This is an optimization exercise on Yosys and OpenROAD, whose aim is small area and a short achievable clock period, not a production implementation.
No run shown here included a check of the RTL's function; only the layout flow was run.
No activity file was given, so power comes from the tool's default toggle rates.

[design/flow/flow/run.sh]
#!/bin/bash
# Standard layout, with strong buffers on the ports, sizing free to change a
# cell's footprint, and timing repair aiming 5.4 ns past the 8 ns clock. The
# make output goes to flow_make.log here; each ORFS step keeps its own log
# under orfs/logs.
set -euo pipefail
bash standard.sh \
    BUFFER_PORTS_ARGS="-buffer_cell sky130_fd_sc_hd__buf_4" \
    MATCH_CELL_FOOTPRINT=0 \
    SETUP_SLACK_MARGIN=5.4 \
    finish > flow_make.log 2>&1
[design/flow/standard.sh]
#!/bin/bash
# synth_recipe.tcl (not shown) runs the flow's synth.tcl, then flattens the netlist and writes it again
# the make line also repeats each setting of config.mk as NAME=value (left out here)
make -C /OpenROAD-flow-scripts/flow DESIGN_CONFIG=/design/flow/config.mk WORK_HOME=/design/flow/orfs CLKGATE_MAP_FILE= SYNTH_SCRIPT=/design/flow/synth_recipe.tcl "${@:-finish}"
[design/flow/config.mk]
export PLATFORM = sky130hd
export DESIGN_NAME = fc_layer
export DESIGN_NICKNAME = fc_layer
export VERILOG_FILES = /design/flow/design.v
export SDC_FILE = /design/flow/constraint.sdc
export NUM_CORES = 4
export LEC_CHECK = 0
export ABC_CLOCK_PERIOD_IN_PS = 2500
export CAP_MARGIN = 20
export CORE_MARGIN = 2
export CORE_UTILIZATION = 40
export SLEW_MARGIN = 20
[design/flow/constraint.sdc]
create_clock -name core_clock -period 8.0 [get_ports {clk}]
set_input_delay 1.6000 -clock core_clock [delete_from_list [all_inputs] [get_ports {clk}]]
set_output_delay 1.6000 -clock core_clock [all_outputs]
set_load 0.01 [all_outputs]
[design/flow/design.v]
`timescale 1ns/1ps
module fc_layer (
    input  logic        clk,
    input  logic        rstn,
    input  logic        r_valid,
    input  logic [31:0] in_data,
    output logic        t_valid,
    output logic [31:0] out_data
);
    logic [3:0] cnt;
    logic       w_first, w_second, w_weight, w_bias;
    assign w_first  = r_valid && (cnt == 4'd2 || cnt == 4'd4 || cnt == 4'd6 || cnt == 4'd8);
    assign w_second = r_valid && (cnt == 4'd3 || cnt == 4'd5 || cnt == 4'd7 || cnt == 4'd9);
    assign w_weight = w_first || w_second;
    assign w_bias   = r_valid && (cnt == 4'd10);
    logic       start0;   
    logic       fin0;     
    logic       sb0;      
    logic [1:0] nid0;     
    always_ff @(posedge clk or negedge rstn) begin
        if (!rstn) begin
            cnt    <= '0;
            start0 <= 1'b0;
            fin0   <= 1'b0;
            sb0    <= 1'b0;
            nid0   <= '0;
        end else begin
            if (r_valid) cnt <= (cnt == 4'd10) ? 4'd0 : cnt + 4'd1;
            start0 <= w_first;
            fin0   <= w_second && (cnt != 4'd9);
            sb0    <= w_bias;
            nid0   <= cnt[2:1] - 2'd1;
        end
    end
    logic [31:0] feat_p, feat_q;
    always_ff @(posedge clk) begin
        if (r_valid && (cnt == 4'd0 || cnt >= 4'd3))
            feat_p <= (cnt == 4'd0) ? in_data : (cnt == 4'd10) ? 32'h0100_0000 : feat_q;
        if (r_valid && (cnt == 4'd1 || (cnt >= 4'd3 && cnt <= 4'd9)))
            feat_q <= (cnt == 4'd1) ? in_data : feat_p;
    end
    logic [3:0] neg0, one0, two0, neg1, one1, two1, neg2, one2, two2, neg3, one3, two3;
    for (genvar k = 0; k < 4; k++) begin : g_enc
        logic [8:0] wx;
        logic [3:0] ng, on, tw;
        logic [3:0] ng_q, on_q, tw_q;
        assign wx = {in_data[8*k +: 8], 1'b0};
        for (genvar m = 0; m < 4; m++) begin : g_dig
            assign ng[m] = wx[2*m+2];
            assign on[m] = wx[2*m+1] ^ wx[2*m];
            assign tw[m] = (wx[2*m+2] & ~wx[2*m+1] & ~wx[2*m]) | (~wx[2*m+2] & wx[2*m+1] & wx[2*m]);
        end
        always_ff @(posedge clk) begin
            ng_q <= ng & {4{r_valid}};
            on_q <= on & {4{r_valid}};
            tw_q <= tw & {4{r_valid}};
        end
    end
    assign {neg0, one0, two0} = {g_enc[0].ng_q, g_enc[0].on_q, g_enc[0].tw_q};
    assign {neg1, one1, two1} = {g_enc[1].ng_q, g_enc[1].on_q, g_enc[1].tw_q};
    assign {neg2, one2, two2} = {g_enc[2].ng_q, g_enc[2].on_q, g_enc[2].tw_q};
    assign {neg3, one3, two3} = {g_enc[3].ng_q, g_enc[3].on_q, g_enc[3].tw_q};
    logic [2:0] neg_top;
    assign neg_top = {neg2[3], neg1[3], neg0[3]};
    logic [7:0] xf0, xf1, xf2, xf3;
    assign {xf3, xf2, xf1, xf0} = feat_p;
    logic [18:0] acc_s, acc_c, acc_sk, acc_ck;
    logic        keep1;
    assign acc_sk = acc_s & {19{keep1}};
    assign acc_ck = acc_c & {19{keep1}};
    wire r0 = ((one0[0] & xf0[0])) ^ neg0[0];
    wire r1 = ((one0[0] & xf0[1]) | (two0[0] & xf0[0])) ^ neg0[0];
    wire r2 = ((one0[0] & xf0[2]) | (two0[0] & xf0[1])) ^ neg0[0];
    wire r3 = ((one0[0] & xf0[3]) | (two0[0] & xf0[2])) ^ neg0[0];
    wire r4 = ((one0[0] & xf0[4]) | (two0[0] & xf0[3])) ^ neg0[0];
    wire r5 = ((one0[0] & xf0[5]) | (two0[0] & xf0[4])) ^ neg0[0];
    wire r6 = ((one0[0] & xf0[6]) | (two0[0] & xf0[5])) ^ neg0[0];
    wire r7 = ((one0[0] & xf0[7]) | (two0[0] & xf0[6])) ^ neg0[0];
    wire r8 = ((one0[0] & xf0[7]) | (two0[0] & xf0[7])) ^ neg0[0];
    wire r9 = ~(((one0[0] & xf0[7]) | (two0[0] & xf0[7])) ^ neg0[0]);
    wire r10 = ((one0[1] & xf0[0])) ^ neg0[1];
    wire r11 = ((one0[1] & xf0[1]) | (two0[1] & xf0[0])) ^ neg0[1];
    wire r12 = ((one0[1] & xf0[2]) | (two0[1] & xf0[1])) ^ neg0[1];
    wire r13 = ((one0[1] & xf0[3]) | (two0[1] & xf0[2])) ^ neg0[1];
    wire r14 = ((one0[1] & xf0[4]) | (two0[1] & xf0[3])) ^ neg0[1];
    wire r15 = ((one0[1] & xf0[5]) | (two0[1] & xf0[4])) ^ neg0[1];
    wire r16 = ((one0[1] & xf0[6]) | (two0[1] & xf0[5])) ^ neg0[1];
    wire r17 = ((one0[1] & xf0[7]) | (two0[1] & xf0[6])) ^ neg0[1];
    wire r18 = ((one0[1] & xf0[7]) | (two0[1] & xf0[7])) ^ neg0[1];
    wire r19 = ~(((one0[1] & xf0[7]) | (two0[1] & xf0[7])) ^ neg0[1]);
    wire r20 = ((one0[2] & xf0[0])) ^ neg0[2];
    wire r21 = ((one0[2] & xf0[1]) | (two0[2] & xf0[0])) ^ neg0[2];
    wire r22 = ((one0[2] & xf0[2]) | (two0[2] & xf0[1])) ^ neg0[2];
    wire r23 = ((one0[2] & xf0[3]) | (two0[2] & xf0[2])) ^ neg0[2];
    wire r24 = ((one0[2] & xf0[4]) | (two0[2] & xf0[3])) ^ neg0[2];
    wire r25 = ((one0[2] & xf0[5]) | (two0[2] & xf0[4])) ^ neg0[2];
    wire r26 = ((one0[2] & xf0[6]) | (two0[2] & xf0[5])) ^ neg0[2];
    wire r27 = ((one0[2] & xf0[7]) | (two0[2] & xf0[6])) ^ neg0[2];
    wire r28 = ((one0[2] & xf0[7]) | (two0[2] & xf0[7])) ^ neg0[2];
    wire r29 = ~(((one0[2] & xf0[7]) | (two0[2] & xf0[7])) ^ neg0[2]);
    wire r30 = ((one0[3] & xf0[0])) ^ neg0[3];
    wire r31 = ((one0[3] & xf0[1]) | (two0[3] & xf0[0])) ^ neg0[3];
    wire r32 = ((one0[3] & xf0[2]) | (two0[3] & xf0[1])) ^ neg0[3];
    wire r33 = ((one0[3] & xf0[3]) | (two0[3] & xf0[2])) ^ neg0[3];
    wire r34 = ((one0[3] & xf0[4]) | (two0[3] & xf0[3])) ^ neg0[3];
    wire r35 = ((one0[3] & xf0[5]) | (two0[3] & xf0[4])) ^ neg0[3];
    wire r36 = ((one0[3] & xf0[6]) | (two0[3] & xf0[5])) ^ neg0[3];
    wire r37 = ((one0[3] & xf0[7]) | (two0[3] & xf0[6])) ^ neg0[3];
    wire r38 = ((one0[3] & xf0[7]) | (two0[3] & xf0[7])) ^ neg0[3];
    wire r39 = ~(((one0[3] & xf0[7]) | (two0[3] & xf0[7])) ^ neg0[3]);
    wire r40 = ((one1[0] & xf1[0])) ^ neg1[0];
    wire r41 = ((one1[0] & xf1[1]) | (two1[0] & xf1[0])) ^ neg1[0];
    wire r42 = ((one1[0] & xf1[2]) | (two1[0] & xf1[1])) ^ neg1[0];
    wire r43 = ((one1[0] & xf1[3]) | (two1[0] & xf1[2])) ^ neg1[0];
    wire r44 = ((one1[0] & xf1[4]) | (two1[0] & xf1[3])) ^ neg1[0];
    wire r45 = ((one1[0] & xf1[5]) | (two1[0] & xf1[4])) ^ neg1[0];
    wire r46 = ((one1[0] & xf1[6]) | (two1[0] & xf1[5])) ^ neg1[0];
    wire r47 = ((one1[0] & xf1[7]) | (two1[0] & xf1[6])) ^ neg1[0];
    wire r48 = ((one1[0] & xf1[7]) | (two1[0] & xf1[7])) ^ neg1[0];
    wire r49 = ~(((one1[0] & xf1[7]) | (two1[0] & xf1[7])) ^ neg1[0]);
    wire r50 = ((one1[1] & xf1[0])) ^ neg1[1];
    wire r51 = ((one1[1] & xf1[1]) | (two1[1] & xf1[0])) ^ neg1[1];
    wire r52 = ((one1[1] & xf1[2]) | (two1[1] & xf1[1])) ^ neg1[1];
    wire r53 = ((one1[1] & xf1[3]) | (two1[1] & xf1[2])) ^ neg1[1];
    wire r54 = ((one1[1] & xf1[4]) | (two1[1] & xf1[3])) ^ neg1[1];
    wire r55 = ((one1[1] & xf1[5]) | (two1[1] & xf1[4])) ^ neg1[1];
    wire r56 = ((one1[1] & xf1[6]) | (two1[1] & xf1[5])) ^ neg1[1];
    wire r57 = ((one1[1] & xf1[7]) | (two1[1] & xf1[6])) ^ neg1[1];
    wire r58 = ((one1[1] & xf1[7]) | (two1[1] & xf1[7])) ^ neg1[1];
    wire r59 = ~(((one1[1] & xf1[7]) | (two1[1] & xf1[7])) ^ neg1[1]);
    wire r60 = ((one1[2] & xf1[0])) ^ neg1[2];
    wire r61 = ((one1[2] & xf1[1]) | (two1[2] & xf1[0])) ^ neg1[2];
    wire r62 = ((one1[2] & xf1[2]) | (two1[2] & xf1[1])) ^ neg1[2];
    wire r63 = ((one1[2] & xf1[3]) | (two1[2] & xf1[2])) ^ neg1[2];
    wire r64 = ((one1[2] & xf1[4]) | (two1[2] & xf1[3])) ^ neg1[2];
    wire r65 = ((one1[2] & xf1[5]) | (two1[2] & xf1[4])) ^ neg1[2];
    wire r66 = ((one1[2] & xf1[6]) | (two1[2] & xf1[5])) ^ neg1[2];
    wire r67 = ((one1[2] & xf1[7]) | (two1[2] & xf1[6])) ^ neg1[2];
    wire r68 = ((one1[2] & xf1[7]) | (two1[2] & xf1[7])) ^ neg1[2];
    wire r69 = ~(((one1[2] & xf1[7]) | (two1[2] & xf1[7])) ^ neg1[2]);
    wire r70 = ((one1[3] & xf1[0])) ^ neg1[3];
    wire r71 = ((one1[3] & xf1[1]) | (two1[3] & xf1[0])) ^ neg1[3];
    wire r72 = ((one1[3] & xf1[2]) | (two1[3] & xf1[1])) ^ neg1[3];
    wire r73 = ((one1[3] & xf1[3]) | (two1[3] & xf1[2])) ^ neg1[3];
    wire r74 = ((one1[3] & xf1[4]) | (two1[3] & xf1[3])) ^ neg1[3];
    wire r75 = ((one1[3] & xf1[5]) | (two1[3] & xf1[4])) ^ neg1[3];
    wire r76 = ((one1[3] & xf1[6]) | (two1[3] & xf1[5])) ^ neg1[3];
    wire r77 = ((one1[3] & xf1[7]) | (two1[3] & xf1[6])) ^ neg1[3];
    wire r78 = ((one1[3] & xf1[7]) | (two1[3] & xf1[7])) ^ neg1[3];
    wire r79 = ~(((one1[3] & xf1[7]) | (two1[3] & xf1[7])) ^ neg1[3]);
    wire r80 = ((one2[0] & xf2[0])) ^ neg2[0];
    wire r81 = ((one2[0] & xf2[1]) | (two2[0] & xf2[0])) ^ neg2[0];
    wire r82 = ((one2[0] & xf2[2]) | (two2[0] & xf2[1])) ^ neg2[0];
    wire r83 = ((one2[0] & xf2[3]) | (two2[0] & xf2[2])) ^ neg2[0];
    wire r84 = ((one2[0] & xf2[4]) | (two2[0] & xf2[3])) ^ neg2[0];
    wire r85 = ((one2[0] & xf2[5]) | (two2[0] & xf2[4])) ^ neg2[0];
    wire r86 = ((one2[0] & xf2[6]) | (two2[0] & xf2[5])) ^ neg2[0];
    wire r87 = ((one2[0] & xf2[7]) | (two2[0] & xf2[6])) ^ neg2[0];
    wire r88 = ((one2[0] & xf2[7]) | (two2[0] & xf2[7])) ^ neg2[0];
    wire r89 = ~(((one2[0] & xf2[7]) | (two2[0] & xf2[7])) ^ neg2[0]);
    wire r90 = ((one2[1] & xf2[0])) ^ neg2[1];
    wire r91 = ((one2[1] & xf2[1]) | (two2[1] & xf2[0])) ^ neg2[1];
    wire r92 = ((one2[1] & xf2[2]) | (two2[1] & xf2[1])) ^ neg2[1];
    wire r93 = ((one2[1] & xf2[3]) | (two2[1] & xf2[2])) ^ neg2[1];
    wire r94 = ((one2[1] & xf2[4]) | (two2[1] & xf2[3])) ^ neg2[1];
    wire r95 = ((one2[1] & xf2[5]) | (two2[1] & xf2[4])) ^ neg2[1];
    wire r96 = ((one2[1] & xf2[6]) | (two2[1] & xf2[5])) ^ neg2[1];
    wire r97 = ((one2[1] & xf2[7]) | (two2[1] & xf2[6])) ^ neg2[1];
    wire r98 = ((one2[1] & xf2[7]) | (two2[1] & xf2[7])) ^ neg2[1];
    wire r99 = ~(((one2[1] & xf2[7]) | (two2[1] & xf2[7])) ^ neg2[1]);
    wire r100 = ((one2[2] & xf2[0])) ^ neg2[2];
    wire r101 = ((one2[2] & xf2[1]) | (two2[2] & xf2[0])) ^ neg2[2];
    wire r102 = ((one2[2] & xf2[2]) | (two2[2] & xf2[1])) ^ neg2[2];
    wire r103 = ((one2[2] & xf2[3]) | (two2[2] & xf2[2])) ^ neg2[2];
    wire r104 = ((one2[2] & xf2[4]) | (two2[2] & xf2[3])) ^ neg2[2];
    wire r105 = ((one2[2] & xf2[5]) | (two2[2] & xf2[4])) ^ neg2[2];
    wire r106 = ((one2[2] & xf2[6]) | (two2[2] & xf2[5])) ^ neg2[2];
    wire r107 = ((one2[2] & xf2[7]) | (two2[2] & xf2[6])) ^ neg2[2];
    wire r108 = ((one2[2] & xf2[7]) | (two2[2] & xf2[7])) ^ neg2[2];
    wire r109 = ~(((one2[2] & xf2[7]) | (two2[2] & xf2[7])) ^ neg2[2]);
    wire r110 = ((one2[3] & xf2[0])) ^ neg2[3];
    wire r111 = ((one2[3] & xf2[1]) | (two2[3] & xf2[0])) ^ neg2[3];
    wire r112 = ((one2[3] & xf2[2]) | (two2[3] & xf2[1])) ^ neg2[3];
    wire r113 = ((one2[3] & xf2[3]) | (two2[3] & xf2[2])) ^ neg2[3];
    wire r114 = ((one2[3] & xf2[4]) | (two2[3] & xf2[3])) ^ neg2[3];
    wire r115 = ((one2[3] & xf2[5]) | (two2[3] & xf2[4])) ^ neg2[3];
    wire r116 = ((one2[3] & xf2[6]) | (two2[3] & xf2[5])) ^ neg2[3];
    wire r117 = ((one2[3] & xf2[7]) | (two2[3] & xf2[6])) ^ neg2[3];
    wire r118 = ((one2[3] & xf2[7]) | (two2[3] & xf2[7])) ^ neg2[3];
    wire r119 = ~(((one2[3] & xf2[7]) | (two2[3] & xf2[7])) ^ neg2[3]);
    wire r120 = ((one3[0] & xf3[0])) ^ neg3[0];
    wire r121 = ((one3[0] & xf3[1]) | (two3[0] & xf3[0])) ^ neg3[0];
    wire r122 = ((one3[0] & xf3[2]) | (two3[0] & xf3[1])) ^ neg3[0];
    wire r123 = ((one3[0] & xf3[3]) | (two3[0] & xf3[2])) ^ neg3[0];
    wire r124 = ((one3[0] & xf3[4]) | (two3[0] & xf3[3])) ^ neg3[0];
    wire r125 = ((one3[0] & xf3[5]) | (two3[0] & xf3[4])) ^ neg3[0];
    wire r126 = ((one3[0] & xf3[6]) | (two3[0] & xf3[5])) ^ neg3[0];
    wire r127 = ((one3[0] & xf3[7]) | (two3[0] & xf3[6])) ^ neg3[0];
    wire r128 = ((one3[0] & xf3[7]) | (two3[0] & xf3[7])) ^ neg3[0];
    wire r129 = ~(((one3[0] & xf3[7]) | (two3[0] & xf3[7])) ^ neg3[0]);
    wire r130 = ((one3[1] & xf3[0])) ^ neg3[1];
    wire r131 = ((one3[1] & xf3[1]) | (two3[1] & xf3[0])) ^ neg3[1];
    wire r132 = ((one3[1] & xf3[2]) | (two3[1] & xf3[1])) ^ neg3[1];
    wire r133 = ((one3[1] & xf3[3]) | (two3[1] & xf3[2])) ^ neg3[1];
    wire r134 = ((one3[1] & xf3[4]) | (two3[1] & xf3[3])) ^ neg3[1];
    wire r135 = ((one3[1] & xf3[5]) | (two3[1] & xf3[4])) ^ neg3[1];
    wire r136 = ((one3[1] & xf3[6]) | (two3[1] & xf3[5])) ^ neg3[1];
    wire r137 = ((one3[1] & xf3[7]) | (two3[1] & xf3[6])) ^ neg3[1];
    wire r138 = ((one3[1] & xf3[7]) | (two3[1] & xf3[7])) ^ neg3[1];
    wire r139 = ~(((one3[1] & xf3[7]) | (two3[1] & xf3[7])) ^ neg3[1]);
    wire r140 = ((one3[2] & xf3[0])) ^ neg3[2];
    wire r141 = ((one3[2] & xf3[1]) | (two3[2] & xf3[0])) ^ neg3[2];
    wire r142 = ((one3[2] & xf3[2]) | (two3[2] & xf3[1])) ^ neg3[2];
    wire r143 = ((one3[2] & xf3[3]) | (two3[2] & xf3[2])) ^ neg3[2];
    wire r144 = ((one3[2] & xf3[4]) | (two3[2] & xf3[3])) ^ neg3[2];
    wire r145 = ((one3[2] & xf3[5]) | (two3[2] & xf3[4])) ^ neg3[2];
    wire r146 = ((one3[2] & xf3[6]) | (two3[2] & xf3[5])) ^ neg3[2];
    wire r147 = ((one3[2] & xf3[7]) | (two3[2] & xf3[6])) ^ neg3[2];
    wire r148 = ((one3[2] & xf3[7]) | (two3[2] & xf3[7])) ^ neg3[2];
    wire r149 = ~(((one3[2] & xf3[7]) | (two3[2] & xf3[7])) ^ neg3[2]);
    wire r150 = ((one3[3] & xf3[0])) ^ neg3[3];
    wire r151 = ((one3[3] & xf3[1]) | (two3[3] & xf3[0])) ^ neg3[3];
    wire r152 = ((one3[3] & xf3[2]) | (two3[3] & xf3[1])) ^ neg3[3];
    wire r153 = ((one3[3] & xf3[3]) | (two3[3] & xf3[2])) ^ neg3[3];
    wire r154 = ((one3[3] & xf3[4]) | (two3[3] & xf3[3])) ^ neg3[3];
    wire r155 = ((one3[3] & xf3[5]) | (two3[3] & xf3[4])) ^ neg3[3];
    wire r156 = ((one3[3] & xf3[6]) | (two3[3] & xf3[5])) ^ neg3[3];
    wire r157 = ((one3[3] & xf3[7]) | (two3[3] & xf3[6])) ^ neg3[3];
    wire r158 = ((one3[3] & xf3[7]) | (two3[3] & xf3[7])) ^ neg3[3];
    wire r159 = ~(((one3[3] & xf3[7]) | (two3[3] & xf3[7])) ^ neg3[3]);
    wire x160 = neg0[0] ^ neg1[0];
    wire s161 = x160 ^ neg2[0];
    wire c162 = (neg0[0] & neg1[0]) | (neg2[0] & x160);
    wire x163 = neg0[1] ^ neg1[1];
    wire s164 = x163 ^ neg2[1];
    wire c165 = (neg0[1] & neg1[1]) | (neg2[1] & x163);
    wire x166 = neg3[1] ^ r2;
    wire s167 = x166 ^ r10;
    wire c168 = (neg3[1] & r2) | (r10 & x166);
    wire x169 = r42 ^ r50;
    wire s170 = x169 ^ r82;
    wire c171 = (r42 & r50) | (r82 & x169);
    wire x172 = c165 ^ r3;
    wire s173 = x172 ^ r11;
    wire c174 = (c165 & r3) | (r11 & x172);
    wire x175 = r43 ^ r51;
    wire s176 = x175 ^ r83;
    wire c177 = (r43 & r51) | (r83 & x175);
    wire s178 = r91 ^ r123;
    wire c179 = r91 & r123;
    wire x180 = neg0[2] ^ neg1[2];
    wire s181 = x180 ^ neg2[2];
    wire c182 = (neg0[2] & neg1[2]) | (neg2[2] & x180);
    wire x183 = neg3[2] ^ r4;
    wire s184 = x183 ^ r12;
    wire c185 = (neg3[2] & r4) | (r12 & x183);
    wire x186 = r20 ^ r44;
    wire s187 = x186 ^ r52;
    wire c188 = (r20 & r44) | (r52 & x186);
    wire x189 = r60 ^ r84;
    wire s190 = x189 ^ r92;
    wire c191 = (r60 & r84) | (r92 & x189);
    wire x192 = r100 ^ r124;
    wire s193 = x192 ^ r132;
    wire c194 = (r100 & r124) | (r132 & x192);
    wire x195 = r140 ^ s181;
    wire s196 = x195 ^ c179;
    wire c197 = (r140 & s181) | (c179 & x195);
    wire s198 = c174 ^ c177;
    wire c199 = c174 & c177;
    wire x200 = c182 ^ r5;
    wire s201 = x200 ^ r13;
    wire c202 = (c182 & r5) | (r13 & x200);
    wire x203 = r21 ^ r45;
    wire s204 = x203 ^ r53;
    wire c205 = (r21 & r45) | (r53 & x203);
    wire x206 = r61 ^ r85;
    wire s207 = x206 ^ r93;
    wire c208 = (r61 & r85) | (r93 & x206);
    wire x209 = r101 ^ r125;
    wire s210 = x209 ^ r133;
    wire c211 = (r101 & r125) | (r133 & x209);
    wire x212 = r141 ^ c185;
    wire s213 = x212 ^ c188;
    wire c214 = (r141 & c185) | (c188 & x212);
    wire x215 = c191 ^ c194;
    wire s216 = x215 ^ s201;
    wire c217 = (c191 & c194) | (s201 & x215);
    wire s218 = s204 ^ s207;
    wire c219 = s204 & s207;
    wire x220 = neg0[3] ^ neg1[3];
    wire s221 = x220 ^ neg2[3];
    wire c222 = (neg0[3] & neg1[3]) | (neg2[3] & x220);
    wire x223 = neg3[3] ^ r6;
    wire s224 = x223 ^ r14;
    wire c225 = (neg3[3] & r6) | (r14 & x223);
    wire x226 = r22 ^ r30;
    wire s227 = x226 ^ r46;
    wire c228 = (r22 & r30) | (r46 & x226);
    wire x229 = r54 ^ r62;
    wire s230 = x229 ^ r70;
    wire c231 = (r54 & r62) | (r70 & x229);
    wire x232 = r86 ^ r94;
    wire s233 = x232 ^ r102;
    wire c234 = (r86 & r94) | (r102 & x232);
    wire x235 = r110 ^ r126;
    wire s236 = x235 ^ r134;
    wire c237 = (r110 & r126) | (r134 & x235);
    wire x238 = r142 ^ r150;
    wire s239 = x238 ^ s221;
    wire c240 = (r142 & r150) | (s221 & x238);
    wire x241 = c202 ^ c205;
    wire s242 = x241 ^ c208;
    wire c243 = (c202 & c205) | (c208 & x241);
    wire x244 = c211 ^ s224;
    wire s245 = x244 ^ s227;
    wire c246 = (c211 & s224) | (s227 & x244);
    wire x247 = s230 ^ s233;
    wire s248 = x247 ^ s236;
    wire c249 = (s230 & s233) | (s236 & x247);
    wire s250 = s239 ^ c219;
    wire c251 = s239 & c219;
    wire x252 = c222 ^ r7;
    wire s253 = x252 ^ r15;
    wire c254 = (c222 & r7) | (r15 & x252);
    wire x255 = r23 ^ r31;
    wire s256 = x255 ^ r47;
    wire c257 = (r23 & r31) | (r47 & x255);
    wire x258 = r55 ^ r63;
    wire s259 = x258 ^ r71;
    wire c260 = (r55 & r63) | (r71 & x258);
    wire x261 = r87 ^ r95;
    wire s262 = x261 ^ r103;
    wire c263 = (r87 & r95) | (r103 & x261);
    wire x264 = r111 ^ r127;
    wire s265 = x264 ^ r135;
    wire c266 = (r111 & r127) | (r135 & x264);
    wire x267 = r143 ^ r151;
    wire s268 = x267 ^ c225;
    wire c269 = (r143 & r151) | (c225 & x267);
    wire x270 = c228 ^ c231;
    wire s271 = x270 ^ c234;
    wire c272 = (c228 & c231) | (c234 & x270);
    wire x273 = c237 ^ c240;
    wire s274 = x273 ^ s253;
    wire c275 = (c237 & c240) | (s253 & x273);
    wire x276 = s256 ^ s259;
    wire s277 = x276 ^ s262;
    wire c278 = (s256 & s259) | (s262 & x276);
    wire x279 = s265 ^ c243;
    wire s280 = x279 ^ c246;
    wire c281 = (s265 & c243) | (c246 & x279);
    wire s282 = c249 ^ s268;
    wire c283 = c249 & s268;
    wire x284 = r8 ^ r16;
    wire s285 = x284 ^ r24;
    wire c286 = (r8 & r16) | (r24 & x284);
    wire x287 = r32 ^ r48;
    wire s288 = x287 ^ r56;
    wire c289 = (r32 & r48) | (r56 & x287);
    wire x290 = r64 ^ r72;
    wire s291 = x290 ^ r88;
    wire c292 = (r64 & r72) | (r88 & x290);
    wire x293 = r96 ^ r104;
    wire s294 = x293 ^ r112;
    wire c295 = (r96 & r104) | (r112 & x293);
    wire x296 = r128 ^ r136;
    wire s297 = x296 ^ r144;
    wire c298 = (r128 & r136) | (r144 & x296);
    wire x299 = r152 ^ c254;
    wire s300 = x299 ^ c257;
    wire c301 = (r152 & c254) | (c257 & x299);
    wire x302 = c260 ^ c263;
    wire s303 = x302 ^ c266;
    wire c304 = (c260 & c263) | (c266 & x302);
    wire x305 = s285 ^ s288;
    wire s306 = x305 ^ s291;
    wire c307 = (s285 & s288) | (s291 & x305);
    wire x308 = s294 ^ s297;
    wire s309 = x308 ^ c269;
    wire c310 = (s294 & s297) | (c269 & x308);
    wire x311 = c272 ^ c275;
    wire s312 = x311 ^ c278;
    wire c313 = (c272 & c275) | (c278 & x311);
    wire s314 = s300 ^ s303;
    wire c315 = s300 & s303;
    wire x316 = r9 ^ r17;
    wire s317 = x316 ^ r25;
    wire c318 = (r9 & r17) | (r25 & x316);
    wire x319 = r33 ^ r49;
    wire s320 = x319 ^ r57;
    wire c321 = (r33 & r49) | (r57 & x319);
    wire x322 = r65 ^ r73;
    wire s323 = x322 ^ r89;
    wire c324 = (r65 & r73) | (r89 & x322);
    wire x325 = r97 ^ r105;
    wire s326 = x325 ^ r113;
    wire c327 = (r97 & r105) | (r113 & x325);
    wire x328 = r129 ^ r137;
    wire s329 = x328 ^ r145;
    wire c330 = (r129 & r137) | (r145 & x328);
    wire x331 = r153 ^ c286;
    wire s332 = x331 ^ c289;
    wire c333 = (r153 & c286) | (c289 & x331);
    wire x334 = c292 ^ c295;
    wire s335 = x334 ^ c298;
    wire c336 = (c292 & c295) | (c298 & x334);
    wire x337 = s317 ^ s320;
    wire s338 = x337 ^ s323;
    wire c339 = (s317 & s320) | (s323 & x337);
    wire x340 = s326 ^ s329;
    wire s341 = x340 ^ c301;
    wire c342 = (s326 & s329) | (c301 & x340);
    wire x343 = c304 ^ c307;
    wire s344 = x343 ^ s332;
    wire c345 = (c304 & c307) | (s332 & x343);
    wire s346 = s335 ^ s338;
    wire c347 = s335 & s338;
    wire x348 = r18 ^ r26;
    wire s349 = x348 ^ r34;
    wire c350 = (r18 & r26) | (r34 & x348);
    wire x351 = r58 ^ r66;
    wire s352 = x351 ^ r74;
    wire c353 = (r58 & r66) | (r74 & x351);
    wire x354 = r98 ^ r106;
    wire s355 = x354 ^ r114;
    wire c356 = (r98 & r106) | (r114 & x354);
    wire x357 = r138 ^ r146;
    wire s358 = x357 ^ r154;
    wire c359 = (r138 & r146) | (r154 & x357);
    wire x360 = c318 ^ c321;
    wire s361 = x360 ^ c324;
    wire c362 = (c318 & c321) | (c324 & x360);
    wire x363 = c327 ^ c330;
    wire s364 = x363 ^ s349;
    wire c365 = (c327 & c330) | (s349 & x363);
    wire x366 = s352 ^ s355;
    wire s367 = x366 ^ s358;
    wire c368 = (s352 & s355) | (s358 & x366);
    wire x369 = c333 ^ c336;
    wire s370 = x369 ^ c339;
    wire c371 = (c333 & c336) | (c339 & x369);
    wire s372 = s361 ^ s364;
    wire c373 = s361 & s364;
    wire x374 = 1'b1 ^ r19;
    wire s375 = x374 ^ r27;
    wire c376 = (1'b1 & r19) | (r27 & x374);
    wire x377 = r35 ^ r59;
    wire s378 = x377 ^ r67;
    wire c379 = (r35 & r59) | (r67 & x377);
    wire x380 = r75 ^ r99;
    wire s381 = x380 ^ r107;
    wire c382 = (r75 & r99) | (r107 & x380);
    wire x383 = r115 ^ r139;
    wire s384 = x383 ^ r147;
    wire c385 = (r115 & r139) | (r147 & x383);
    wire x386 = r155 ^ c350;
    wire s387 = x386 ^ c353;
    wire c388 = (r155 & c350) | (c353 & x386);
    wire x389 = c356 ^ c359;
    wire s390 = x389 ^ s375;
    wire c391 = (c356 & c359) | (s375 & x389);
    wire x392 = s378 ^ s381;
    wire s393 = x392 ^ s384;
    wire c394 = (s378 & s381) | (s384 & x392);
    wire x395 = c362 ^ c365;
    wire s396 = x395 ^ c368;
    wire c397 = (c362 & c365) | (c368 & x395);
    wire x398 = 1'b1 ^ r28;
    wire s399 = x398 ^ r36;
    wire c400 = (1'b1 & r28) | (r36 & x398);
    wire x401 = r68 ^ r76;
    wire s402 = x401 ^ r108;
    wire c403 = (r68 & r76) | (r108 & x401);
    wire x404 = r116 ^ r148;
    wire s405 = x404 ^ r156;
    wire c406 = (r116 & r148) | (r156 & x404);
    wire x407 = c376 ^ c379;
    wire s408 = x407 ^ c382;
    wire c409 = (c376 & c379) | (c382 & x407);
    wire x410 = c385 ^ s399;
    wire s411 = x410 ^ s402;
    wire c412 = (c385 & s399) | (s402 & x410);
    wire s413 = s405 ^ c388;
    wire c414 = s405 & c388;
    wire x415 = r29 ^ r37;
    wire s416 = x415 ^ r69;
    wire c417 = (r29 & r37) | (r69 & x415);
    wire x418 = r77 ^ r109;
    wire s419 = x418 ^ r117;
    wire c420 = (r77 & r109) | (r117 & x418);
    wire x421 = r149 ^ r157;
    wire s422 = x421 ^ c400;
    wire c423 = (r149 & r157) | (c400 & x421);
    wire x424 = c403 ^ c406;
    wire s425 = x424 ^ s416;
    wire c426 = (c403 & c406) | (s416 & x424);
    wire x427 = 1'b1 ^ r38;
    wire s428 = x427 ^ r78;
    wire c429 = (1'b1 & r38) | (r78 & x427);
    wire s430 = r118 ^ r158;
    wire c431 = r118 & r158;
    logic pa0_0, pa0_1, pa0_2, pa0_3, pa0_4, pa0_5, pa1_0, pa1_1, pa1_2, pa1_3, pa1_4, pa2_0, pa2_1, pa2_2, pa2_3, pa2_4, pa2_5, pa3_0, pa3_1, pa3_2, pa3_3, pa3_4, pa3_5, pa4_0, pa4_1, pa4_2, pa4_3, pa4_4, pa4_5, pa5_0, pa5_1, pa5_2, pa5_3, pa5_4, pa5_5, pa6_0, pa6_1, pa6_2, pa6_3, pa6_4, pa6_5, pa7_0, pa7_1, pa7_2, pa7_3, pa7_4, pa7_5, pa8_0, pa8_1, pa8_2, pa8_3, pa8_4, pa8_5, pa9_0, pa9_1, pa9_2, pa9_3, pa9_4, pa9_5, pa10_0, pa10_1, pa10_2, pa10_3, pa10_4, pa10_5, pa11_0, pa11_1, pa11_2, pa11_3, pa11_4, pa11_5, pa12_0, pa12_1, pa12_2, pa12_3, pa12_4, pa12_5, pa13_0, pa13_1, pa13_2, pa13_3, pa13_4, pa13_5, pa14_0, pa14_1, pa14_2, pa14_3, pa14_4, pa14_5, pa15_0, pa15_1, pa15_2, pa15_3, pa15_4, pa15_5;
    always_ff @(posedge clk) begin
        pa0_0 <= neg3[0];
        pa0_1 <= r0;
        pa0_2 <= r40;
        pa0_3 <= r80;
        pa0_4 <= r120;
        pa0_5 <= s161;
        pa1_0 <= r1;
        pa1_1 <= r41;
        pa1_2 <= r81;
        pa1_3 <= r121;
        pa1_4 <= c162;
        pa2_0 <= r90;
        pa2_1 <= r122;
        pa2_2 <= r130;
        pa2_3 <= s164;
        pa2_4 <= s167;
        pa2_5 <= s170;
        pa3_0 <= r131;
        pa3_1 <= c168;
        pa3_2 <= c171;
        pa3_3 <= s173;
        pa3_4 <= s176;
        pa3_5 <= s178;
        pa4_0 <= s184;
        pa4_1 <= s187;
        pa4_2 <= s190;
        pa4_3 <= s193;
        pa4_4 <= s196;
        pa4_5 <= s198;
        pa5_0 <= s210;
        pa5_1 <= c197;
        pa5_2 <= c199;
        pa5_3 <= s213;
        pa5_4 <= s216;
        pa5_5 <= s218;
        pa6_0 <= c214;
        pa6_1 <= c217;
        pa6_2 <= s242;
        pa6_3 <= s245;
        pa6_4 <= s248;
        pa6_5 <= s250;
        pa7_0 <= s271;
        pa7_1 <= c251;
        pa7_2 <= s274;
        pa7_3 <= s277;
        pa7_4 <= s280;
        pa7_5 <= s282;
        pa8_0 <= s306;
        pa8_1 <= c283;
        pa8_2 <= c281;
        pa8_3 <= s309;
        pa8_4 <= s312;
        pa8_5 <= s314;
        pa9_0 <= c315;
        pa9_1 <= c310;
        pa9_2 <= c313;
        pa9_3 <= s341;
        pa9_4 <= s344;
        pa9_5 <= s346;
        pa10_0 <= s367;
        pa10_1 <= c347;
        pa10_2 <= c342;
        pa10_3 <= c345;
        pa10_4 <= s370;
        pa10_5 <= s372;
        pa11_0 <= s387;
        pa11_1 <= s390;
        pa11_2 <= s393;
        pa11_3 <= c373;
        pa11_4 <= c371;
        pa11_5 <= s396;
        pa12_0 <= c391;
        pa12_1 <= c394;
        pa12_2 <= s408;
        pa12_3 <= s411;
        pa12_4 <= c397;
        pa12_5 <= s413;
        pa13_0 <= s419;
        pa13_1 <= c409;
        pa13_2 <= c412;
        pa13_3 <= s422;
        pa13_4 <= c414;
        pa13_5 <= s425;
        pa14_0 <= c417;
        pa14_1 <= c420;
        pa14_2 <= s428;
        pa14_3 <= c423;
        pa14_4 <= c426;
        pa14_5 <= s430;
        pa15_0 <= r39;
        pa15_1 <= r79;
        pa15_2 <= r119;
        pa15_3 <= r159;
        pa15_4 <= c429;
        pa15_5 <= c431;
    end
    wire x432 = pa0_0 ^ pa0_1;
    wire s433 = x432 ^ pa0_2;
    wire c434 = (pa0_0 & pa0_1) | (pa0_2 & x432);
    wire x435 = pa0_3 ^ pa0_4;
    wire s436 = x435 ^ pa0_5;
    wire c437 = (pa0_3 & pa0_4) | (pa0_5 & x435);
    wire x438 = acc_sk[0] ^ acc_ck[0];
    wire s439 = x438 ^ s433;
    wire c440 = (acc_sk[0] & acc_ck[0]) | (s433 & x438);
    wire x441 = pa1_0 ^ pa1_1;
    wire s442 = x441 ^ pa1_2;
    wire c443 = (pa1_0 & pa1_1) | (pa1_2 & x441);
    wire x444 = pa1_3 ^ pa1_4;
    wire s445 = x444 ^ acc_sk[1];
    wire c446 = (pa1_3 & pa1_4) | (acc_sk[1] & x444);
    wire x447 = acc_ck[1] ^ c434;
    wire s448 = x447 ^ c437;
    wire c449 = (acc_ck[1] & c434) | (c437 & x447);
    wire x450 = s442 ^ s445;
    wire s451 = x450 ^ c440;
    wire c452 = (s442 & s445) | (c440 & x450);
    wire x453 = pa2_0 ^ pa2_1;
    wire s454 = x453 ^ pa2_2;
    wire c455 = (pa2_0 & pa2_1) | (pa2_2 & x453);
    wire x456 = pa2_3 ^ pa2_4;
    wire s457 = x456 ^ pa2_5;
    wire c458 = (pa2_3 & pa2_4) | (pa2_5 & x456);
    wire x459 = acc_sk[2] ^ acc_ck[2];
    wire s460 = x459 ^ c443;
    wire c461 = (acc_sk[2] & acc_ck[2]) | (c443 & x459);
    wire x462 = s454 ^ s457;
    wire s463 = x462 ^ c446;
    wire c464 = (s454 & s457) | (c446 & x462);
    wire x465 = c449 ^ s460;
    wire s466 = x465 ^ s463;
    wire c467 = (c449 & s460) | (s463 & x465);
    wire x468 = pa3_0 ^ pa3_1;
    wire s469 = x468 ^ pa3_2;
    wire c470 = (pa3_0 & pa3_1) | (pa3_2 & x468);
    wire x471 = pa3_3 ^ pa3_4;
    wire s472 = x471 ^ pa3_5;
    wire c473 = (pa3_3 & pa3_4) | (pa3_5 & x471);
    wire x474 = acc_sk[3] ^ acc_ck[3];
    wire s475 = x474 ^ c455;
    wire c476 = (acc_sk[3] & acc_ck[3]) | (c455 & x474);
    wire x477 = c458 ^ s469;
    wire s478 = x477 ^ s472;
    wire c479 = (c458 & s469) | (s472 & x477);
    wire x480 = c461 ^ s475;
    wire s481 = x480 ^ s478;
    wire c482 = (c461 & s475) | (s478 & x480);
    wire s483 = c464 ^ s481;
    wire c484 = c464 & s481;
    wire x485 = pa4_0 ^ pa4_1;
    wire s486 = x485 ^ pa4_2;
    wire c487 = (pa4_0 & pa4_1) | (pa4_2 & x485);
    wire x488 = pa4_3 ^ pa4_4;
    wire s489 = x488 ^ pa4_5;
    wire c490 = (pa4_3 & pa4_4) | (pa4_5 & x488);
    wire x491 = acc_sk[4] ^ acc_ck[4];
    wire s492 = x491 ^ c470;
    wire c493 = (acc_sk[4] & acc_ck[4]) | (c470 & x491);
    wire x494 = c473 ^ s486;
    wire s495 = x494 ^ s489;
    wire c496 = (c473 & s486) | (s489 & x494);
    wire x497 = c476 ^ c479;
    wire s498 = x497 ^ s492;
    wire c499 = (c476 & c479) | (s492 & x497);
    wire x500 = s495 ^ c482;
    wire s501 = x500 ^ s498;
    wire c502 = (s495 & c482) | (s498 & x500);
    wire x503 = pa5_0 ^ pa5_1;
    wire s504 = x503 ^ pa5_2;
    wire c505 = (pa5_0 & pa5_1) | (pa5_2 & x503);
    wire x506 = pa5_3 ^ pa5_4;
    wire s507 = x506 ^ pa5_5;
    wire c508 = (pa5_3 & pa5_4) | (pa5_5 & x506);
    wire x509 = acc_sk[5] ^ acc_ck[5];
    wire s510 = x509 ^ c487;
    wire c511 = (acc_sk[5] & acc_ck[5]) | (c487 & x509);
    wire x512 = c490 ^ s504;
    wire s513 = x512 ^ s507;
    wire c514 = (c490 & s504) | (s507 & x512);
    wire x515 = c493 ^ c496;
    wire s516 = x515 ^ s510;
    wire c517 = (c493 & c496) | (s510 & x515);
    wire x518 = s513 ^ c499;
    wire s519 = x518 ^ s516;
    wire c520 = (s513 & c499) | (s516 & x518);
    wire x521 = pa6_0 ^ pa6_1;
    wire s522 = x521 ^ pa6_2;
    wire c523 = (pa6_0 & pa6_1) | (pa6_2 & x521);
    wire x524 = pa6_3 ^ pa6_4;
    wire s525 = x524 ^ pa6_5;
    wire c526 = (pa6_3 & pa6_4) | (pa6_5 & x524);
    wire x527 = acc_sk[6] ^ acc_ck[6];
    wire s528 = x527 ^ c505;
    wire c529 = (acc_sk[6] & acc_ck[6]) | (c505 & x527);
    wire x530 = c508 ^ s522;
    wire s531 = x530 ^ s525;
    wire c532 = (c508 & s522) | (s525 & x530);
    wire x533 = c511 ^ c514;
    wire s534 = x533 ^ s528;
    wire c535 = (c511 & c514) | (s528 & x533);
    wire x536 = s531 ^ c517;
    wire s537 = x536 ^ s534;
    wire c538 = (s531 & c517) | (s534 & x536);
    wire x539 = pa7_0 ^ pa7_1;
    wire s540 = x539 ^ pa7_2;
    wire c541 = (pa7_0 & pa7_1) | (pa7_2 & x539);
    wire x542 = pa7_3 ^ pa7_4;
    wire s543 = x542 ^ pa7_5;
    wire c544 = (pa7_3 & pa7_4) | (pa7_5 & x542);
    wire x545 = acc_sk[7] ^ acc_ck[7];
    wire s546 = x545 ^ c523;
    wire c547 = (acc_sk[7] & acc_ck[7]) | (c523 & x545);
    wire x548 = c526 ^ s540;
    wire s549 = x548 ^ s543;
    wire c550 = (c526 & s540) | (s543 & x548);
    wire x551 = c529 ^ c532;
    wire s552 = x551 ^ s546;
    wire c553 = (c529 & c532) | (s546 & x551);
    wire x554 = s549 ^ c535;
    wire s555 = x554 ^ s552;
    wire c556 = (s549 & c535) | (s552 & x554);
    wire x557 = pa8_0 ^ pa8_1;
    wire s558 = x557 ^ pa8_2;
    wire c559 = (pa8_0 & pa8_1) | (pa8_2 & x557);
    wire x560 = pa8_3 ^ pa8_4;
    wire s561 = x560 ^ pa8_5;
    wire c562 = (pa8_3 & pa8_4) | (pa8_5 & x560);
    wire x563 = acc_sk[8] ^ acc_ck[8];
    wire s564 = x563 ^ c541;
    wire c565 = (acc_sk[8] & acc_ck[8]) | (c541 & x563);
    wire x566 = c544 ^ s558;
    wire s567 = x566 ^ s561;
    wire c568 = (c544 & s558) | (s561 & x566);
    wire x569 = c547 ^ c550;
    wire s570 = x569 ^ s564;
    wire c571 = (c547 & c550) | (s564 & x569);
    wire x572 = s567 ^ c553;
    wire s573 = x572 ^ s570;
    wire c574 = (s567 & c553) | (s570 & x572);
    wire x575 = pa9_0 ^ pa9_1;
    wire s576 = x575 ^ pa9_2;
    wire c577 = (pa9_0 & pa9_1) | (pa9_2 & x575);
    wire x578 = pa9_3 ^ pa9_4;
    wire s579 = x578 ^ pa9_5;
    wire c580 = (pa9_3 & pa9_4) | (pa9_5 & x578);
    wire x581 = acc_sk[9] ^ acc_ck[9];
    wire s582 = x581 ^ c559;
    wire c583 = (acc_sk[9] & acc_ck[9]) | (c559 & x581);
    wire x584 = c562 ^ s576;
    wire s585 = x584 ^ s579;
    wire c586 = (c562 & s576) | (s579 & x584);
    wire x587 = c565 ^ c568;
    wire s588 = x587 ^ s582;
    wire c589 = (c565 & c568) | (s582 & x587);
    wire x590 = s585 ^ c571;
    wire s591 = x590 ^ s588;
    wire c592 = (s585 & c571) | (s588 & x590);
    wire x593 = pa10_0 ^ pa10_1;
    wire s594 = x593 ^ pa10_2;
    wire c595 = (pa10_0 & pa10_1) | (pa10_2 & x593);
    wire x596 = pa10_3 ^ pa10_4;
    wire s597 = x596 ^ pa10_5;
    wire c598 = (pa10_3 & pa10_4) | (pa10_5 & x596);
    wire x599 = acc_sk[10] ^ acc_ck[10];
    wire s600 = x599 ^ c577;
    wire c601 = (acc_sk[10] & acc_ck[10]) | (c577 & x599);
    wire x602 = c580 ^ s594;
    wire s603 = x602 ^ s597;
    wire c604 = (c580 & s594) | (s597 & x602);
    wire x605 = c583 ^ c586;
    wire s606 = x605 ^ s600;
    wire c607 = (c583 & c586) | (s600 & x605);
    wire x608 = s603 ^ c589;
    wire s609 = x608 ^ s606;
    wire c610 = (s603 & c589) | (s606 & x608);
    wire x611 = pa11_0 ^ pa11_1;
    wire s612 = x611 ^ pa11_2;
    wire c613 = (pa11_0 & pa11_1) | (pa11_2 & x611);
    wire x614 = pa11_3 ^ pa11_4;
    wire s615 = x614 ^ pa11_5;
    wire c616 = (pa11_3 & pa11_4) | (pa11_5 & x614);
    wire x617 = acc_sk[11] ^ acc_ck[11];
    wire s618 = x617 ^ c595;
    wire c619 = (acc_sk[11] & acc_ck[11]) | (c595 & x617);
    wire x620 = c598 ^ s612;
    wire s621 = x620 ^ s615;
    wire c622 = (c598 & s612) | (s615 & x620);
    wire x623 = c601 ^ c604;
    wire s624 = x623 ^ s618;
    wire c625 = (c601 & c604) | (s618 & x623);
    wire x626 = s621 ^ c607;
    wire s627 = x626 ^ s624;
    wire c628 = (s621 & c607) | (s624 & x626);
    wire x629 = pa12_0 ^ pa12_1;
    wire s630 = x629 ^ pa12_2;
    wire c631 = (pa12_0 & pa12_1) | (pa12_2 & x629);
    wire x632 = pa12_3 ^ pa12_4;
    wire s633 = x632 ^ pa12_5;
    wire c634 = (pa12_3 & pa12_4) | (pa12_5 & x632);
    wire x635 = acc_sk[12] ^ acc_ck[12];
    wire s636 = x635 ^ c613;
    wire c637 = (acc_sk[12] & acc_ck[12]) | (c613 & x635);
    wire x638 = c616 ^ s630;
    wire s639 = x638 ^ s633;
    wire c640 = (c616 & s630) | (s633 & x638);
    wire x641 = c619 ^ c622;
    wire s642 = x641 ^ s636;
    wire c643 = (c619 & c622) | (s636 & x641);
    wire x644 = s639 ^ c625;
    wire s645 = x644 ^ s642;
    wire c646 = (s639 & c625) | (s642 & x644);
    wire x647 = pa13_0 ^ pa13_1;
    wire s648 = x647 ^ pa13_2;
    wire c649 = (pa13_0 & pa13_1) | (pa13_2 & x647);
    wire x650 = pa13_3 ^ pa13_4;
    wire s651 = x650 ^ pa13_5;
    wire c652 = (pa13_3 & pa13_4) | (pa13_5 & x650);
    wire x653 = acc_sk[13] ^ acc_ck[13];
    wire s654 = x653 ^ c631;
    wire c655 = (acc_sk[13] & acc_ck[13]) | (c631 & x653);
    wire x656 = c634 ^ s648;
    wire s657 = x656 ^ s651;
    wire c658 = (c634 & s648) | (s651 & x656);
    wire x659 = c637 ^ c640;
    wire s660 = x659 ^ s654;
    wire c661 = (c637 & c640) | (s654 & x659);
    wire x662 = s657 ^ c643;
    wire s663 = x662 ^ s660;
    wire c664 = (s657 & c643) | (s660 & x662);
    wire x665 = pa14_0 ^ pa14_1;
    wire s666 = x665 ^ pa14_2;
    wire c667 = (pa14_0 & pa14_1) | (pa14_2 & x665);
    wire x668 = pa14_3 ^ pa14_4;
    wire s669 = x668 ^ pa14_5;
    wire c670 = (pa14_3 & pa14_4) | (pa14_5 & x668);
    wire x671 = acc_sk[14] ^ acc_ck[14];
    wire s672 = x671 ^ c649;
    wire c673 = (acc_sk[14] & acc_ck[14]) | (c649 & x671);
    wire x674 = c652 ^ s666;
    wire s675 = x674 ^ s669;
    wire c676 = (c652 & s666) | (s669 & x674);
    wire x677 = c655 ^ c658;
    wire s678 = x677 ^ s672;
    wire c679 = (c655 & c658) | (s672 & x677);
    wire x680 = s675 ^ c661;
    wire s681 = x680 ^ s678;
    wire c682 = (s675 & c661) | (s678 & x680);
    wire x683 = pa15_0 ^ pa15_1;
    wire s684 = x683 ^ pa15_2;
    wire c685 = (pa15_0 & pa15_1) | (pa15_2 & x683);
    wire x686 = pa15_3 ^ pa15_4;
    wire s687 = x686 ^ pa15_5;
    wire c688 = (pa15_3 & pa15_4) | (pa15_5 & x686);
    wire x689 = acc_sk[15] ^ acc_ck[15];
    wire s690 = x689 ^ c667;
    wire c691 = (acc_sk[15] & acc_ck[15]) | (c667 & x689);
    wire x692 = c670 ^ s684;
    wire s693 = x692 ^ s687;
    wire c694 = (c670 & s684) | (s687 & x692);
    wire x695 = c673 ^ c676;
    wire s696 = x695 ^ s690;
    wire c697 = (c673 & c676) | (s690 & x695);
    wire x698 = s693 ^ c679;
    wire s699 = x698 ^ s696;
    wire c700 = (s693 & c679) | (s696 & x698);
    wire x701 = 1'b1 ^ acc_sk[16];
    wire s702 = x701 ^ acc_ck[16];
    wire c703 = (1'b1 & acc_sk[16]) | (acc_ck[16] & x701);
    wire x704 = c685 ^ c688;
    wire s705 = x704 ^ s702;
    wire c706 = (c685 & c688) | (s702 & x704);
    wire x707 = c691 ^ c694;
    wire s708 = x707 ^ s705;
    wire c709 = (c691 & c694) | (s705 & x707);
    wire s710 = c697 ^ s708;
    wire c711 = c697 & s708;
    wire x712 = acc_sk[17] ^ acc_ck[17];
    wire s713 = x712 ^ c703;
    wire c714 = (acc_sk[17] & acc_ck[17]) | (c703 & x712);
    wire x715 = c706 ^ s713;
    wire s716 = x715 ^ c709;
    wire c717 = (c706 & s713) | (c709 & x715);
    wire x718 = 1'b1 ^ acc_sk[18];
    wire s719 = x718 ^ acc_ck[18];
    wire s720 = s719 ^ c714;
    always_ff @(posedge clk) begin
        acc_s <= {c717, c711, c700, c682, c664, c646, c628, c610, c592, c574, c556, c538, c520, c502, c484, c467, c452, s448, s436};
        acc_c <= {s720, s716, s710, s699, s681, s663, s645, s627, s609, s591, s573, s555, s537, s519, s501, s483, s466, s451, s439};
    end
    logic       fin1, sb1, fin2, sb2, sb3;
    logic [1:0] nid1, nid2;
    always_ff @(posedge clk or negedge rstn) begin
        if (!rstn) begin
            keep1   <= 1'b0;
            fin1    <= 1'b0;
            sb1     <= 1'b0;
            nid1    <= '0;
            fin2    <= 1'b0;
            sb2     <= 1'b0;
            sb3     <= 1'b0;
            nid2    <= '0;
            t_valid <= 1'b0;
        end else begin
            keep1   <= !start0;
            fin1    <= fin0;
            sb1     <= sb0;
            nid1    <= nid0;
            fin2    <= fin1;
            sb2     <= sb1;
            sb3     <= sb2;
            nid2    <= nid1;
            t_valid <= sb3;
        end
    end
    logic [18:0] tot;
    assign tot = acc_s + acc_c;
    logic signed [10:0] tot_hi;
    assign tot_hi = tot[18:8];
    logic signed [10:0] held_h [3];
    logic [7:0]         held_l [3];
    always_ff @(posedge clk) begin
        for (int j = 0; j < 3; j++) begin
            if ((fin2 && nid2 == 2'(j)) || (j == 0 && sb2))
                held_h[j] <= tot_hi;
            if (fin2 && nid2 == 2'(j))
                held_l[j] <= tot[7:0];
        end
    end
    function automatic logic [7:0] sat(input logic signed [11:0] z);
        if (z > 12'sd127) sat = 8'h7f;
        else if (z < -12'sd128) sat = 8'h80;
        else sat = z[7:0];
    endfunction
    logic [7:0] cand_dn [3];
    logic [7:0] cand_eq [3];
    logic [7:0] cand_up [3];
    logic [2:0] bias_co;
    logic [7:0] low2;
    assign low2 = (fin2 && nid2 == 2'd2) ? tot[7:0] : held_l[2];
    for (genvar j = 0; j < 3; j++) begin : g_fin
        logic [8:0] lo_sum;
        assign cand_dn[j] = sat({held_h[j][10], held_h[j]} - 12'd1);
        assign cand_eq[j] = sat({held_h[j][10], held_h[j]});
        assign cand_up[j] = sat({held_h[j][10], held_h[j]} + 12'd1);
        assign lo_sum     = {1'b0, (j == 2) ? low2 : held_l[j]} + {1'b0, in_data[8*j +: 8]};
        always_ff @(posedge clk) bias_co[j] <= lo_sum[8];
    end
    always_ff @(posedge clk) begin
        if (sb0) begin
            for (int j = 0; j < 3; j++)
                out_data[31-8*j -: 8] <= bias_co[j] ? (neg_top[j] ? cand_eq[j] : cand_up[j])
                                                    : (neg_top[j] ? cand_dn[j] : cand_eq[j]);
        end
        out_data[7:0] <= cand_eq[0];
    end
endmodule
==> results of run 1 <==
[stage by stage]
stage | total power, uW | utilization | setup WS, ns | instances
after floorplan | 6787 | - | 5.405 | 1945
after global placement | 8331 | 0.4196 | 4.977 | 2557
after detailed placement | 8530 | 0.4196 | 4.907 | 2557
after CTS | 10800 | 0.4553 | 5.095 | 2660
after global routing | 12010 | 0.4682 | 4.935 | 2712
final | 10960 | 0.4682 | 5.068 | 2712
[flip-flops by register name (all words and copies together) (netlist names), 2 cells and up]
signal,flops
cnt,4
feat_p,32
nid2,2
g_enc.on_q,16
held_h,33
nid0,2
feat_q,32
out_data,32
acc_c,19
held_l,24
g_enc.tw_q,16
bias_co,3
acc_s,19
nid1,2
g_enc.ng_q,16
[timing repair]
| action | 4_1_cts | 5_1_grt |
|---|---|---|
| buffers inserted | 27 | 52 |
| gates resized for setup | 62 | 76 |
| hold buffers | 0 | 0 |
| pin swaps | 7 | 19 |
| setup endpoints to repair | 78 | 66 |
[logic make-up after synthesis]
family          after synthesis
simple gates                398
compound gates              383
flops                       357
buf+inv                     328
fa+ha+maj                   237
xor+xnor                    199
mux                          43
[synthesized netlist by cell type, drive strengths merged, types with 4 or more instances]
master	n
nor3	17
dfxtp	200
xor2	56
inv	177
clkbuf	118
nand2	130
o21a	12
nand3	33
o31a	4
mux2	40
a31o	4
ha	62
nand4	9
and3	15
a21oi	36
and4	6
nand3b	4
a31oi	9
o22ai	5
a22oi	115
nor3b	5
dfrtp	20
edfxtp	137
nand2b	9
o211ai	12
a21boi	4
and2	52
nor2b	13
o21bai	5
nor2	84
nor4	4
or3	6
o21ai	89
o211a	9
a21o	5
a211oi	8
xnor2	143
o22a	4
fa	175
a22o	32
buf	32
[area by class of cell]
type / instances / area share
Sequential cell: 357 / 0.3537
Clock inverter: 17 / 0.01103
Timing Repair Buffer: 153 / 0.05315
Inverter: 178 / 0.02757
Multi-Input combinational cell: 1260 / 0.4706
Tap cell: 688 / 0.03513
Clock buffer: 59 / 0.04881
[power breakdown]
part,leakage (uW),switching (uW),internal (uW)
Clock,0.000714,781,1240
Sequential,0.00320,508,2810
Combinational,0.00594,3150,2460
Total,0.00986,4440,6510
[routing by layer]
metal,up-vias,part of all wire
li1,6690,-
met1,7102,0.43
met2,483,0.47
met3,114,0.057
met4,0,0.039
met5,-,0
[critical path, delay by kind of cell (launching register included)]
family                     cells  cell delay [ns]
AOI/OAI and AO/OA              7             1.29
buffers and inverters          2             0.25
xor gates and xnor gates       1             0.24
adders and majority gates      2             0.35
DFF                            1             0.33
muxes                          1             0.37
[path summary, 6_finish.rpt]
kind,from,endpoint,cells past startpoint
max,acc_s[0],bias_co[2],13
min reg2reg,sb1,sb2,0
min,sb1,sb2,0
min in group asynchronous,rstn,nid1[1],1
max in group asynchronous,rstn,sb0,1
max reg2reg,acc_s[0],bias_co[2],13
==> impl_metrics.toml, run 1 <==
[synth]
syn_nets = 2217
synth_area_leaders = "edfxtp_1 19%, dfxtp_1 19%, fa_1 17%"
avgSynthCellArea_um2 = 10.86
synthAdderAreaFrac = 0.2026
synth_top_family_by_area = "adder cells"
synth_edf_count = 137
synth.distinct_cells = 86
synthArstFlopShare = 0.05602
yosysSeqAreaShare = 0.4081
syn_inst = 1945
synth-xor-area-share = 0.08254
synth_compound_area_frac = 0.1275
yosys.area_share.simple = 0.09522
yosys_warnings = 6
synth_area_um2 = 21120
synth_top_area_frac = 0.1948
synth_mux_area_frac = 0.02275
ys_ff_latch = 357
yosys.area.top_type = "edfxtp_1"
synth_flop_cell = "dfxtp_1"

[worst_setup_path]
rrSetupSlack_ns = 5.07
crit_path_top_delay_cell = "mux2_2"
path_cells = "ha_4 -> buf_4 -> buf_4 -> a211oi_2 -> o21ai_2 -> a21o_1 -> a21oi_1 -> xnor2_1 -> mux2_2 -> ha_1 -> a2111o_1 -> o22ai_1 -> a21oi_1"
critical_path.max_fanout = 3
critical_path_class = "reg -> reg"
slowest_delay_ns = 0.37
endpoint_kind = "flip-flop"
worstSetupStartpointType = "flip-flop"
arrival_ns = 3.39
worst_ep_required_time_ns = 8.45

[place]
dp_hpwl_um = 40610
gp_congestion = 0.9304
place_area_um2 = 21960
numPortBuffers = 67

[final_layout]
stdcell_area_um2 = 24510
area_delta_synth_final_pct = 16.05
diodes = 0
seq_area_um2 = 8668
multiInputGateArea_um2 = 11530
fill_cells = 4813
drive_gt1_frac = 0.1858
final_cell_mix = "172 x inv_1, 172 x fa_1, 165 x dfxtp_1, 137 x edfxtp_1, 136 x xnor2_1"
nets = 2263

[sta]
worst_slew_pin_slew_ns = 1.046
whs_ns = 0.3466
slew_viol_final = 0
rsz0062_at_grt = "yes"
hold_viol_final = 0
final.period_utilization = 0.3664
finalSetupTns_ns = 0
finClkSkew_ns = 0.01655
setup_viol = 0
period_minus_slack_ns = 2.932
max_freq_mhz = 341.1
maxSlewHeadroom = 0.3024

[run]
cap_viol_max_count = 0

[floorplan]
core_region_area_um2 = 52340
initial_core_util = 0.4034
die-area_um2 = 54650
fp.dieH_um = 233.8
die_w_um = 233.8
num_rows = 84
num_io_pins = 68

[pwr]
p_per_area_nw_per_um2 = 447.1
vdd_drop_max_v = 0.0002431
p_leak_uw = 0.009860

[clock_network]
clock_path_buffers = 3
cts_tree = "built"
clk_pin_slew_ns = 0.06
cts_max_level = 2
clockRootBuffer = "clkbuf_16"
clk_latency_ns = 0.57
cts_sinks = 357
cts_buffers = 41

[detailed_routing]
drcViolationCount = 0
vias = 14390
vias_per_cell = 5.306
drt-initial-drc-count = 1357
finalWirelength_um = 54180
postRouteAntennaNets = 0
dr.pass1.iters = 9
routedWlPerCell_um = 19.98

[grt]
grt_util_met3 = 0.03076
grt.busiest_layer = "met2"
grt_pass1_wl_um = 83330
grt_start_max_net_pins = 55
antenna_found_initial = 2
met2_usage = 0.3260
overflow = 0
grt_usage = 0.2001
use_met1 = 0.2685
grt_pass1_vias = 14310

[worst_hold_path]
hold_class = "reg -> reg"

[status]
outcome = "complete, no violations"
==> run 2, diff against run 1 <==
--- a/design/flow/config.mk
+++ b/design/flow/config.mk
@@ -9,4 +9,6 @@
 export CAP_MARGIN = 20
 export CORE_MARGIN = 2
 export CORE_UTILIZATION = 40
+export CTS_CLUSTER_DIAMETER = 100
+export CTS_CLUSTER_SIZE = 30
 export SLEW_MARGIN = 20
==> run 2 against run 1 <==
- die area unchanged
- largest cell class unchanged
- via count down 0.58%
- total power down 7.9%
- global-route usage is 0.47 points lower
- clock power shrank 47%
- combinational power increased by 2%
- worst hold slack got worse by 0.019 ns
- register-to-register slack better by 0.09 ns
- maximum frequency up 3.3%
- wire length is 0.52% lower
- critical path depth up 1
- largest power group unchanged
- non-clock buffer count grew 9
==> impl_metrics.toml, run 2 <==
[status]
outcome = "complete, no violations"

[floorplan]
fp.dieH_um = 233.8
num_io_pins = 68
core_region_area_um2 = 52340
die-area_um2 = 54650
initial_core_util = 0.4034
num_rows = 84
die_w_um = 233.8

[sta]
finalSetupTns_ns = 0
rsz0062_at_grt = "yes"
hold_viol_final = 0
postLayoutSetupSlackWorst_ns = 5.162
worst_slew_pin_slew_ns = 1.077
slew_viol_final = 0
final.period_utilization = 0.3548
max_freq_mhz = 352.4
setup_viol = 0
finClkSkew_ns = 0.06866
period_minus_slack_ns = 2.838
maxSlewHeadroom = 0.2819

[synth]
synthTopCellsByCount = "200 x dfxtp_1, 175 x fa_1, 175 x inv_1, 143 x xnor2_1, 137 x edfxtp_1"
synthArstFlopShare = 0.05602
avgSynthCellArea_um2 = 10.86
synth_edf_count = 137
ys_ff_latch = 357
synth_area_um2 = 21120
synth_most_common_cell = "dfxtp_1"
syn_inst = 1945
yosys_warnings = 6
yosysSeqAreaShare = 0.4081
syn_nets = 2217
synth_flop_cell = "dfxtp_1"
yosys.area.top_type = "edfxtp_1"
synth_area_leaders = "edfxtp_1 19%, dfxtp_1 19%, fa_1 17%"
synth_top_area_frac = 0.1948
synth.distinct_cells = 86

[worst_setup_path]
crit_top_cell = "ha_4"
crit-reg2reg-launch = "acc_c[0]"
endpoint_kind = "flip-flop"
worstSetupStartpoint = "acc_c[0]"
cp.buffers_inverters = 2
worstSetupStartpointType = "flip-flop"
critical_path_class = "reg -> reg"
arrival_ns = 3.31
critical_path.top_delay_family = "compound AO/OA/AOI/OAI gates"
slowest_delay_ns = 0.38
path_cells = "ha_4 -> inv_2 -> fa_2 -> nor2b_4 -> o31ai_4 -> a21boi_2 -> nor2_2 -> xnor2_2 -> buf_6 -> mux2_4 -> ha_4 -> a2111o_1 -> nor2_1 -> a21oi_1"
crit_path_top_delay_cell = "a2111o_1"
worst_ep_required_time_ns = 8.47
critical_path.max_fanout = 3

[clock_network]
cts_max_level = 1
cts_tree = "built"
clk_pin_slew_ns = 0.11
clockRootBuffer = "clkbuf_16"
clock_path_buffers = 3
cts_sinks = 357
clk_latency_ns = 0.58
cts_buffers = 17
cts_hold_buffers = 0

[place]
dp_hpwl_um = 40610
gp_congestion = 0.9304
place_area_um2 = 21960
numPortBuffers = 67
place_ws_ns = 4.907

[detailed_routing]
vias_per_cell = 5.348
dr.pass1.iters = 6
postRouteAntennaNets = 0
finalWirelength_um = 53900
routedWlPerCell_um = 20.15
drt-initial-drc-count = 1264
vias = 14310
drcViolationCount = 0

[pwr]
p_per_area_nw_per_um2 = 424.4
vdd_drop_max_v = 0.0001850
p_leak_uw = 0.009481

[grt]
overflow = 0
grt_pass1_wl_um = 81900
grt_usage = 0.1954
grt_start_max_net_pins = 55
grt_pass1_vias = 14140
antenna_found_initial = 2

[final_layout]
largest_register_ffs = 33
diodes = 0
multiInputGateArea_um2 = 11650
area_delta_synth_final_pct = 12.63
seq_area_um2 = 8677
drive_gt1_frac = 0.1882
fill_cells = 4854
nets = 2248
largest_register = "held_h"
mostFrequentLayoutCell = "inv_1"
final_cell_mix = "167 x inv_1, 166 x fa_1, 161 x dfxtp_1, 137 x edfxtp_1, 132 x xnor2_1"
stdcell_area_um2 = 23780

[worst_hold_path]
hold_class = "reg -> reg"
min-delay-start = "nid1[1]"

[run]
cap_viol_max_count = 0
## run 2: cell counts after synthesis
Identical to the previous run, type by type.
## run 2: final timing paths
path,depth (start not counted),slack (ns),to
setup / recovery,14,5.16,bias_co[2]
hold / removal,0,0.33,nid2[1]
setup reg to reg,14,5.16,bias_co[2]
hold reg to reg,0,0.33,nid2[1]
max in group asynchronous,1,6.81,sb0
min in group asynchronous,1,0.90,fin2
## run 2: kinds of logic (layout without fill, tap and decap cells)
| logic type | after synthesis | after routing | share of synthesized area |
|---|---|---|---|
| mux | 43 | 43 | 0.02275 |
| buf+inv | 328 | 370 | 0.06127 |
| compound gates | 383 | 383 | 0.1275 |
| xor+xnor | 199 | 199 | 0.08254 |
| fa+ha+maj | 237 | 237 | 0.2026 |
| simple gates | 398 | 398 | 0.09522 |
| flops | 357 | 357 | 0.4081 |
## run 2: what timing repair did
item / 4_1_cts / 5_1_grt
pin swaps: 6 / 24
buffers inserted: 26 / 61
gates cloned: 0 / 1
resized for setup: 73 / 94
setup endpoints to repair: 80 / 66
## run 2: area by class of cell
cell class / count / area share
Multi-Input combinational cell: 1260 / 0.4898
Clock inverter: 6 / 0.004156
Clock buffer: 24 / 0.01899
Sequential cell: 357 / 0.3648
Timing Repair Buffer: 162 / 0.05760
Inverter: 178 / 0.02841
Tap cell: 688 / 0.03619
## run 2: through the flow
step	power [uW]	hold WS, ns	cells	utilization
floorplan	6787	0.3290	1945	-
global placement	8331	0.3335	2557	0.4196
detailed placement	8530	0.3358	2557	0.4196
CTS	9851	0.3301	2613	0.4386
global route	11110	0.3225	2675	0.4544
finish	10090	0.3278	2675	0.4544
## run 2: routing by layer
layer / share of wire / track usage
met1: 0.44 / 0.2689
met2: 0.47 / 0.3203
met3: 0.049 / 0.02237
met4: 0.039 / 0.06804
met5: 0 / 0
## run 2: power breakdown
group | switching (uW) | internal (uW)
clock network | 631 | 439
logic | 3190 | 2510
registers | 519 | 2800
total | 4340 | 5760

-- separate check: timing with driven ports --
In the flow no input, the clock included, has a driving cell. The finished layouts below were timed again as built, in two steps. Step 1 (the two cells are an assumption about what drives the block):
set clk [get_ports {clk}]
set_driving_cell -lib_cell sky130_fd_sc_hd__clkbuf_16 $clk
set_driving_cell -lib_cell sky130_fd_sc_hd__buf_2 [delete_from_list [all_inputs] $clk]
Step 2 moves the port delays by t, midway between the first and last clock arrival at a register: inputs arrive t later, outputs are due t later. That takes back most of the time a late clock gives input paths. a / b / c = ideal ports / drivers / drivers and shift; a / b = the first two.
run	t, ns	setup WS [ns]	hold slack, ns	cell pins on the clock port's net
run 1	0.621	5.068 / 5.068 / 5.029	0.347 / 0.347 / 0.347	1
run 2	0.605	5.162 / 5.162 / 5.061	0.328 / 0.328 / 0.328	1
After both steps setup and hold are still met in every run listed. For run 2, which loses most, drivers alone change the setup slack by 0.000 ns; drivers and shift together by -0.101 ns.
